Context: an optimization exercise on an open-source flow, tuned for small area, a short achievable clock period and few clock cycles. The choices shown serve that exercise and are no tape-out recipe.
In this exercise RTL edits were held to simulation tests only and were not proved equivalent to the original.
Power figures rest on the tool's default switching activity, not on a simulated workload.

==> design/flow/design.v <==
package cqt_pkg;
    localparam int CTB_LOG2    = 6;
    localparam int MIN_CU_LOG2 = 3;
    localparam int MAX_DEPTH   = CTB_LOG2 - MIN_CU_LOG2;   
    localparam int GRID        = 1 << MAX_DEPTH;           
    localparam logic [9:0] SPLIT_CTX_BASE = 10'd4;
    typedef logic [9:0] ctx_addr_t;
    typedef logic [11:0] pix_x_t;
    typedef logic [10:0] pix_y_t;
    typedef logic [5:0] ctb_col_t;
    typedef logic [4:0] ctb_row_t;
    typedef logic [1:0] depth_t;
    typedef logic [2:0] grid_t;   
    typedef enum logic [2:0] {
        IDLE,
        EVAL,
        BIN_WAIT,
        LEAF,
        NEXT,
        FINISH
    } walk_state_t;
endpackage
`timescale 1ns/1ns
module cqt_walker
(
    input  logic        clk,
    input  logic        rst_n,
    input  logic        cqt_start,
    input  cqt_pkg::ctb_col_t    ctb_x,
    input  cqt_pkg::ctb_row_t    ctb_y,
    input  cqt_pkg::pix_x_t      pic_width,
    input  cqt_pkg::pix_y_t      pic_height,
    input  cqt_pkg::ctx_addr_t   ctx_addr,
    output logic        bin_req,
    input  logic        bin,
    input  logic        bin_vld,
    output logic        cu_valid,
    input  logic        cu_ready,
    output cqt_pkg::pix_x_t      cu_x,
    output cqt_pkg::pix_y_t      cu_y,
    output logic [2:0]  cu_log2_size,
    output cqt_pkg::grid_t       node_x,
    output cqt_pkg::grid_t       node_y,
    output cqt_pkg::depth_t      node_depth,
    output logic        leaf_wr,
    output logic        ctb_end,
    output logic        busy,
    output logic        ctb_done
);
    localparam int MAX_DEPTH = cqt_pkg::MAX_DEPTH;
    localparam int CTB_LOG2 = cqt_pkg::CTB_LOG2;
    localparam int MIN_CU_LOG2 = cqt_pkg::MIN_CU_LOG2;
    cqt_pkg::walk_state_t state, nxt_state;
    cqt_pkg::depth_t      depth;
    cqt_pkg::depth_t      child_depth;
    logic [1:0]  zidx [1:MAX_DEPTH];   
    cqt_pkg::depth_t      step_depth;
    logic        step_done;
    logic [12:0] end_x;
    logic [11:0] end_y;
    logic        fits;
    logic        origin_in;
    logic        at_min;
    logic        ask_bin;
    logic        force_split;
    logic        skip;
    logic        descend;
    logic        advance;
    always_comb begin
        node_x = '0;
        node_y = '0;
        for (int k = 1; k <= MAX_DEPTH; k++) begin
            if (k <= int'(depth)) begin
                node_x[MAX_DEPTH-k] = zidx[k][0];
                node_y[MAX_DEPTH-k] = zidx[k][1];
            end
        end
    end
    assign node_depth   = depth;
    assign child_depth  = depth + 1'b1;
    assign cu_log2_size = 3'(CTB_LOG2) - 3'(depth);
    assign cu_x         = {ctb_x, node_x, {MIN_CU_LOG2{1'b0}}};
    assign cu_y         = {ctb_y, node_y, {MIN_CU_LOG2{1'b0}}};
    assign end_x     = {1'b0, cu_x} + (13'd1 << cu_log2_size);
    assign end_y     = {1'b0, cu_y} + (12'd1 << cu_log2_size);
    assign fits      = (end_x <= {1'b0, pic_width}) && (end_y <= {1'b0, pic_height});
    assign origin_in = (cu_x < pic_width) && (cu_y < pic_height);
    assign at_min      = (depth == cqt_pkg::depth_t'(MAX_DEPTH));
    assign ask_bin     = fits && !at_min;
    assign force_split = !fits && !at_min;   
    assign skip        = at_min && !origin_in;
    always_comb begin
        step_depth = '0;
        step_done  = 1'b1;
        for (int k = 1; k <= MAX_DEPTH; k++) begin
            if (k <= int'(depth) && zidx[k] != 2'd3) begin
                step_depth = cqt_pkg::depth_t'(k);
                step_done  = 1'b0;
            end
        end
    end
    assign descend = (state == cqt_pkg::EVAL && force_split) ||
                     (state == cqt_pkg::BIN_WAIT && bin_vld && bin);
    assign advance = (state == cqt_pkg::EVAL && skip) ||
                     (state == cqt_pkg::LEAF && cu_ready);
    always_comb begin
        nxt_state = state;
        case (state)
            cqt_pkg::IDLE:     if (cqt_start) nxt_state = cqt_pkg::NEXT;
            cqt_pkg::NEXT:     nxt_state = cqt_pkg::EVAL;
            cqt_pkg::EVAL: begin
                if (ask_bin)
                    nxt_state = cqt_pkg::BIN_WAIT;
                else if (force_split)
                    nxt_state = cqt_pkg::NEXT;
                else if (skip)
                    nxt_state = step_done ? cqt_pkg::FINISH : cqt_pkg::NEXT;
                else
                    nxt_state = cqt_pkg::LEAF;
            end
            cqt_pkg::BIN_WAIT: if (bin_vld) nxt_state = bin ? cqt_pkg::NEXT : cqt_pkg::LEAF;
            cqt_pkg::LEAF:     if (cu_ready) nxt_state = step_done ? cqt_pkg::FINISH : cqt_pkg::NEXT;
            cqt_pkg::FINISH:   nxt_state = cqt_pkg::IDLE;
            default:  nxt_state = cqt_pkg::IDLE;
        endcase
    end
    always_ff @(posedge clk) begin
        if (!rst_n)
            state <= cqt_pkg::IDLE;
        else
            state <= nxt_state;
    end
    always_ff @(posedge clk) begin
        if (!rst_n) begin
            depth <= '0;
            for (int k = 1; k <= MAX_DEPTH; k++)
                zidx[k] <= '0;
        end else if (state == cqt_pkg::IDLE && cqt_start) begin
            depth <= '0;   
        end else if (descend) begin
            depth             <= child_depth;
            zidx[child_depth] <= '0;
        end else if (advance && !step_done) begin
            depth            <= step_depth;   
            zidx[step_depth] <= zidx[step_depth] + 1'b1;
        end
    end
    assign bin_req  = (state == cqt_pkg::EVAL) && ask_bin;
    assign cu_valid = (state == cqt_pkg::LEAF);
    assign leaf_wr  = (state == cqt_pkg::EVAL && !ask_bin && !force_split && !skip) ||
                      (state == cqt_pkg::BIN_WAIT && bin_vld && !bin);
    assign ctb_end  = (state == cqt_pkg::FINISH);
    assign ctb_done = (state == cqt_pkg::FINISH);
    assign busy     = (state != cqt_pkg::IDLE);
endmodule
`timescale 1ns/1ns
module cqt_ctx_select
(
    input  logic      clk,
    input  cqt_pkg::grid_t     node_x,
    input  cqt_pkg::grid_t     node_y,
    input  cqt_pkg::depth_t    node_depth,
    input  cqt_pkg::ctb_col_t  ctb_x,
    input  cqt_pkg::ctb_row_t  ctb_y,
    output cqt_pkg::grid_t     left_x,
    output cqt_pkg::grid_t     above_y,
    output logic      left_from_buf,
    output logic      above_from_buf,
    input  cqt_pkg::depth_t    left_depth,
    input  cqt_pkg::depth_t    above_depth,
    output cqt_pkg::ctx_addr_t ctx_addr
);
    localparam logic [9:0] SPLIT_CTX_BASE = cqt_pkg::SPLIT_CTX_BASE;
    logic left_avail;
    logic above_avail;
    logic cond_l;
    logic cond_a;
    always_comb begin
        left_x        = node_x - 1'b1;
        left_from_buf = (node_x == '0);   
        left_avail    = !(left_from_buf && ctb_x == '0);
    end
    always_comb begin
        above_y        = node_y - 1'b1;
        above_from_buf = (node_y == '0);   
        above_avail    = !(above_from_buf && ctb_y == '0);
    end
    assign cond_l = left_avail && (left_depth > node_depth);
    assign cond_a = above_avail && (above_depth > node_depth);
    always_ff @(posedge clk) begin
        ctx_addr <= SPLIT_CTX_BASE + cqt_pkg::ctx_addr_t'(cond_l) + cqt_pkg::ctx_addr_t'(cond_a);
    end
endmodule
`timescale 1ns/1ns
module cqt_edge_store
#(
    parameter int MAX_CTB_COLS = 64
) (
    input  logic     clk,
    input  logic     rst_n,
    input  logic     leaf_wr,
    input  cqt_pkg::grid_t    node_x,
    input  cqt_pkg::grid_t    node_y,
    input  cqt_pkg::depth_t   node_depth,
    input  logic     ctb_end,
    input  cqt_pkg::ctb_col_t ctb_x,
    input  cqt_pkg::grid_t    left_x,
    input  cqt_pkg::grid_t    above_y,
    input  logic     left_from_buf,
    input  logic     above_from_buf,
    output cqt_pkg::depth_t   left_depth,
    output cqt_pkg::depth_t   above_depth
);
    localparam int GRID = cqt_pkg::GRID;
    cqt_pkg::depth_t depth_map [GRID][GRID];           
    cqt_pkg::depth_t left_buf  [GRID];                 
    cqt_pkg::depth_t above_buf [MAX_CTB_COLS][GRID];   
    logic                    left_vld;
    logic [MAX_CTB_COLS-1:0] above_vld;
    logic [3:0]      span;
    logic [GRID-1:0] cover_x;
    logic [GRID-1:0] cover_y;
    assign span = 4'(GRID) >> node_depth;
    always_comb begin
        for (int i = 0; i < GRID; i++) begin
            cover_x[i] = (4'(i) >= {1'b0, node_x}) && (4'(i) < {1'b0, node_x} + span);
            cover_y[i] = (4'(i) >= {1'b0, node_y}) && (4'(i) < {1'b0, node_y} + span);
        end
    end
    always_ff @(posedge clk) begin
        if (leaf_wr) begin
            for (int y = 0; y < GRID; y++) begin
                for (int x = 0; x < GRID; x++) begin
                    if (cover_x[x] && cover_y[y])
                        depth_map[y][x] <= node_depth;
                end
            end
        end
    end
    always_ff @(posedge clk) begin
        if (ctb_end) begin
            for (int i = 0; i < GRID; i++) begin
                left_buf[i]         <= depth_map[i][GRID-1];
                above_buf[ctb_x][i] <= depth_map[GRID-1][i];
            end
        end
    end
    always_ff @(posedge clk) begin
        if (!rst_n) begin
            left_vld  <= 1'b0;
            above_vld <= '0;
        end else if (ctb_end) begin
            left_vld         <= 1'b1;
            above_vld[ctb_x] <= 1'b1;
        end
    end
    always_comb begin
        if (left_from_buf)
            left_depth = left_vld ? left_buf[node_y] : '0;
        else
            left_depth = depth_map[node_y][left_x];
    end
    always_comb begin
        if (above_from_buf)
            above_depth = above_vld[ctb_x] ? above_buf[ctb_x][node_x] : '0;
        else
            above_depth = depth_map[above_y][node_x];
    end
endmodule
`timescale 1ns/1ns
module cqt_decoder
#(
    parameter int MAX_CTB_COLS = 64   
) (
    input  logic        clk,
    input  logic        rst_n,
    input  logic        cqt_start,
    input  cqt_pkg::ctb_col_t    ctb_x,
    input  cqt_pkg::ctb_row_t    ctb_y,
    input  cqt_pkg::pix_x_t      pic_width,
    input  cqt_pkg::pix_y_t      pic_height,
    output logic        bin_req,
    output cqt_pkg::ctx_addr_t   ctx_addr,
    input  logic        bin,
    input  logic        bin_vld,
    output logic        cu_valid,
    input  logic        cu_ready,
    output cqt_pkg::pix_x_t      cu_x,
    output cqt_pkg::pix_y_t      cu_y,
    output logic [2:0]  cu_log2_size,
    output logic        busy,
    output logic        ctb_done
);
    cqt_pkg::grid_t  node_x;
    cqt_pkg::grid_t  node_y;
    cqt_pkg::depth_t node_depth;
    logic   leaf_wr;
    logic   ctb_end;
    cqt_pkg::grid_t  left_x;
    cqt_pkg::grid_t  above_y;
    logic   left_from_buf;
    logic   above_from_buf;
    cqt_pkg::depth_t left_depth;
    cqt_pkg::depth_t above_depth;
    cqt_walker u_cqt_walker (
        .clk,
        .rst_n,
        .cqt_start,
        .ctb_x,
        .ctb_y,
        .pic_width,
        .pic_height,
        .ctx_addr,
        .bin_req,
        .bin,
        .bin_vld,
        .cu_valid,
        .cu_ready,
        .cu_x,
        .cu_y,
        .cu_log2_size,
        .node_x,
        .node_y,
        .node_depth,
        .leaf_wr,
        .ctb_end,
        .busy,
        .ctb_done
    );
    cqt_ctx_select u_cqt_ctx_select (
        .clk,
        .node_x,
        .node_y,
        .node_depth,
        .ctb_x,
        .ctb_y,
        .left_x,
        .above_y,
        .left_from_buf,
        .above_from_buf,
        .left_depth,
        .above_depth,
        .ctx_addr
    );
    cqt_edge_store #(
        .MAX_CTB_COLS (MAX_CTB_COLS)
    ) u_cqt_edge_store (
        .clk,
        .rst_n,
        .leaf_wr,
        .node_x,
        .node_y,
        .node_depth,
        .ctb_end,
        .ctb_x,
        .left_x,
        .above_y,
        .left_from_buf,
        .above_from_buf,
        .left_depth,
        .above_depth
    );
endmodule
==> design/flow/run.sh <==
#!/bin/bash
# synth_recipe.tcl (not shown) runs the flow's synth.tcl, then flattens the netlist and writes it again
# the make line also repeats each setting of config.mk as NAME=value (left out here)
make -C /OpenROAD-flow-scripts/flow DESIGN_CONFIG=/design/flow/config.mk WORK_HOME=/design/flow/orfs CLKGATE_MAP_FILE= SYNTH_SCRIPT=/design/flow/synth_recipe.tcl finish
==> design/flow/config.mk <==
export PLATFORM = sky130hd
export DESIGN_NAME = cqt_decoder
export DESIGN_NICKNAME = cqt_decoder
export VERILOG_FILES = /design/flow/design.v
export SDC_FILE = /design/flow/constraint.sdc
export NUM_CORES = 4
export LEC_CHECK = 0
export CAP_MARGIN = 20
export CORE_MARGIN = 2
export CORE_UTILIZATION = 40
export SLEW_MARGIN = 20
==> design/flow/constraint.sdc <==
create_clock -name core_clock -period 6.0 [get_ports {clk}]
set_input_delay 1.2000 -clock core_clock [delete_from_list [all_inputs] [get_ports {clk}]]
set_output_delay 1.2000 -clock core_clock [all_outputs]
set_load 0.01 [all_outputs]
==> run notes <==
-- area by class of cell --
class | count | area [sq um] | area share
antenna | 1 | 2.50 | 0.0000413
clock buffer | 153 | 3380 | 0.0558
clock inverter | 86 | 1040 | 0.0172
inverter | 56 | 245 | 0.00405
multi-input combinational | 1682 | 14700 | 0.243
sequential | 1248 | 36800 | 0.607
tap | 1755 | 2200 | 0.0362
timing repair buffer | 268 | 2230 | 0.0368
-- layer usage --
| metal | GRT usage | part of all wire |
|---|---|---|
| met2 | 0.355 | 0.46 |
| met5 | 0 | 0 |
| met4 | 0.0712 | 0.029 |
| met1 | 0.324 | 0.41 |
| met3 | 0.0452 | 0.096 |
-- flip-flops by register name, indices dropped and copies added, names as in the netlist --
signal / cells
u_cqt_walker.state: 3
u_cqt_edge_store.depth_map: 128
u_cqt_walker.zidx: 8
u_cqt_ctx_select.ctx_addr: 2
u_cqt_edge_store.above_vld: 64
u_cqt_edge_store.above_buf: 1024
u_cqt_edge_store.left_buf: 16
u_cqt_walker.depth: 2
u_cqt_edge_store.left_vld: 1
-- placed cells by master, fill, tap and decap left out, drive strengths merged, types with 20 or more instances in the layout --
cell type	synthesis	final
dfxtp	72	72
edfxtp	1176	1176
a22oi	78	78
nor4	29	29
nor2	219	219
nand4	31	31
o22ai	20	20
nand3	73	73
a31oi	35	35
o21ai	68	68
clkbuf	59	153
mux2i	38	38
buf	141	208
nor3	29	29
nand2	222	222
clkdlybuf4s50	0	60
inv	53	56
a221oi	36	36
a21oi	151	151
ha	71	71
mux4	255	255
clkinv	3	64
nor2b	71	71
-- kinds of logic (layout without fill, tap and decap cells) --
logic type / after synthesis / after routing / share of synthesized area
adder cells (fa/ha/maj): 75 / 75 / 0.0179
AND/OR/NAND/NOR: 738 / 738 / 0.0667
XOR/XNOR: 22 / 22 / 0.00364
buffers and inverters: 256 / 563 / 0.0299
AO/OA/AOI/OAI: 535 / 535 / 0.0690
multiplexers: 298 / 298 / 0.118
flip-flops: 1248 / 1248 / 0.695
other: 2 / 15 / 0.000142
-- through the flow --
stage          hold slack, ns  utilization  power, mW  instances  setup TNS [ns]
6_report                0.464        0.461       18.2       5249               0
2_1_floorplan           0.426            -       9.87       3186               0
4_1_cts                 0.472        0.461       18.3       5245               0
3_5_place_dp            0.457        0.427       10.1       5005               0
3_3_place_gp            0.450        0.427       10.1       5005               0
5_1_grt                 0.488        0.461       18.7       5248       -0.000972
-- timing repair --
action / in CTS / in global routing
endpoints found under the setup margin: 1 / 1
endpoints found under the hold margin: 0 / 0
buffers inserted: 1 / 3
gates cloned: 0 / 0
hold buffers: 0 / 0
gates resized for setup: 13 / 10
pin swaps: 1 / 4
-- critical path, delay by kind of cell, from the launching register on --
family | cells | cell delay [ns]
flops | 1 | 0.38
buf+inv | 3 | 0.45
xor+xnor | 1 | 0.14
simple gates | 6 | 0.74
fa+ha+maj | 3 | 0.80
compound gates | 7 | 1.20
-- cell usage after synthesis, drive strengths merged (8+ instances only) --
library cell / count / area, sq um
edfxtp: 1176 / 35300
mux4: 255 / 5780
nand2: 222 / 850
nor2: 219 / 832
a21oi: 151 / 756
buf: 141 / 1140
a22oi: 78 / 586
nand3: 73 / 365
dfxtp: 72 / 1440
ha: 71 / 888
nor2b: 71 / 444
o21ai: 68 / 348
clkbuf: 59 / 225
inv: 53 / 204
mux2i: 38 / 380
a221oi: 36 / 315
a31oi: 35 / 219
nand4: 31 / 194
nor3: 29 / 150
nor4: 29 / 265
o22ai: 20 / 125
nand2b: 16 / 100
xnor2: 15 / 131
and2: 14 / 90.1
o21a: 14 / 105
a22o: 13 / 114
and3: 12 / 75.1
a211oi: 10 / 75.1
a222oi: 10 / 100
a32oi: 9 / 78.8
o31ai: 9 / 82.6
o211ai: 8 / 60.1
-- power groups by stage --
stage	Sequential (mW)	Combinational (mW)	Clock, mW
CTS	9.42	0.505	8.40
global route	9.42	0.546	8.77
global placement	9.61	0.500	0
finish	9.42	0.514	8.29
detailed placement	9.61	0.499	0
floorplan	9.60	0.264	0
-- path summary, 6_finish.rpt --
| kind | start | end | slack [ns] |
|---|---|---|---|
| worst max-delay path | u_cqt_walker.depth[0] | bin_req | 0.29 |
| worst min-delay path | u_cqt_edge_store.depth_map[47][0] | u_cqt_edge_store.left_buf[5][0] | 0.46 |
| worst max register to register | u_cqt_walker.depth[1] | u_cqt_ctx_select.ctx_addr[0] | 0.56 |
| worst min register to register | u_cqt_edge_store.depth_map[47][0] | u_cqt_edge_store.left_buf[5][0] | 0.46 |
==> metrics.md <==
| Metric | Value |
|---|---|
| Run status | no timing/DRC/antenna violations |
| Clock network power share | 0.455 |
| Max incr delay on CP | 0.38 ns |
| LEAKAGE | 19.3 nW |
| FMAX | 0.175 GHz |
| Cts bufs inserted | 132 |
| Async SR Flop Fraction | 0 |
| Clock sink total | 1248 |
| Post-Syn Area per Cell | 16.7 sq um |
| Switching pwr | 3.89 mW |
| HP Class | flip-flop to flip-flop |
| Port bufs | 65 |
| Crit path kind | flip-flop to primary output |
| Cell Pwr Density | 301 nW/um^2 |
| Post-Synthesis Cells | 3174 |
| Combinational Power Share | 0.028 |
| Clock tree from TritonCTS | built |
| Syn Std Cell Area | 52900 sq um |
| Initial drt markers | 4462 |
| Clock-pin slew on the worst setup and hold paths | 0.06 ns |
| Slew Limit Fails | 0 |
| CP cell instances | inv_1 > ha_2 > buf_4 > o21a_2 > ha_1 > a221oi_1 > nor2_1 > and2_1 > o21a_1 > nor2_1 > xnor2_1 > ha_1 > o21ai_2 > nand2b_1 > a21oi_1 > a41oi_1 > o21ai_1 > nand3_1 > nor3_2 > buf_2 |
| Die H | 368 um |
| CP Max Fanout | 10 |
| Tmin final | 5.71 ns |
| Setup crit end kind | primary output |
| Dpl ws | 0.190 ns |
| Vias in the first global route | 30848 |
| Vias | 31684 |
| WL/cell | 29.6 um |
| Post-DP Area | 56100 sq um |
| Area growth syn-to-layout | 14.6% |
| Largest net degree at the start of global routing | 106 |
| Slew HR | 0.200 |
| Register area share after synthesis | 0.695 |
| Max-cap violations | 0 |
| Yosys warning total | 5 |
| Predominant post-synthesis flop cell | edfxtp_1 |
| Clock latency on the worst-skew pair | 0.79 ns |
| Dpl hpwl | 90900 um |
| Final period util | 0.951 |
| Routability cong. | 0.957 |
| Switching Share | 0.213 |
| Post-route setup slack | 0.293 ns |
| Peak supply drop | 0.232 mV |
| DRC | 0 |
| Grt ovf | 0 |
| CP max stage cell | dfxtp_4 |
| Crit start category | flip-flop |
| Worst-case clock skew | 0.0272 ns |
| Post-synth EDFFs | 1176 |
| Layout cells sized above 1 | 0.203 |
| Die Area | 135000 sq um |
| Worst-Margin Slew | 1.19 ns |
| Root Driver | clkbuf_16 |
| Yosys reg bits | 1248 |
| Seq pwr share | 0.517 |
| CP arrival | 4.51 ns |
| Fin. Hold Viols | 0 |
| Drt pass-1 iters | 7 |
| NumNets Final | 3501 |
| Avg Vias per Cell | 6.04 |
| H-tree Lvls | 4 |
| FF-to-FF path depth | 18 |
| First-pass GRT wire length | 223000 um |
| Initial antenna violation count | 2 |
| Count of different cell masters after synthesis | 96 |
| Routed wire length | 156000 um |
| Hold Path Depth | 0 |
| CTS max path bufs | 3 |
| Gr usage total | 0.228 |
| Final setup vio count | 0 |
| Die width | 368 um |
| Filler instances | 11190 |
| Post-route ant nets | 0 |
| Int Power | 14.3 mW |
| Initial Utilization | 0.403 |
| # rows | 133 |
| Ports | 80 |
| CP required | 4.80 ns |
| Core area | 131000 sq um |
| Post-route cell area | 60600 sq um |
Testbench counts, summed over its fixed seeds: cycles 144,059.

-- separate check: timing with driven ports --
How much do the figures lean on ideal ports? The routed layout below was timed once more, with nothing changed but the port constraints.
Step 1: set_driving_cell puts a clkbuf_16 on clk and a buf_2 on each other input, an assumption about the parent block.
Step 2, shift: input delay + t, output delay - t, t = (earliest + latest rising clock arrival at the registers) / 2. This alone moves slack from input paths to output paths.
Slacks: ideal ports / drivers / drivers and shift; pairs: ideal ports / drivers.
t (ns): 0.847
setup WS [ns]: 0.293 / 0.223 / 0.411
worst setup path at the end: input to register
worst register clock-pin slew, ns: 0.06 / 0.06
worst slew at a driven data input, ns: 0.05
After both steps this run still meets setup and hold. For this run, drivers alone change the setup slack by -0.070 ns; drivers and shift together by +0.118 ns.
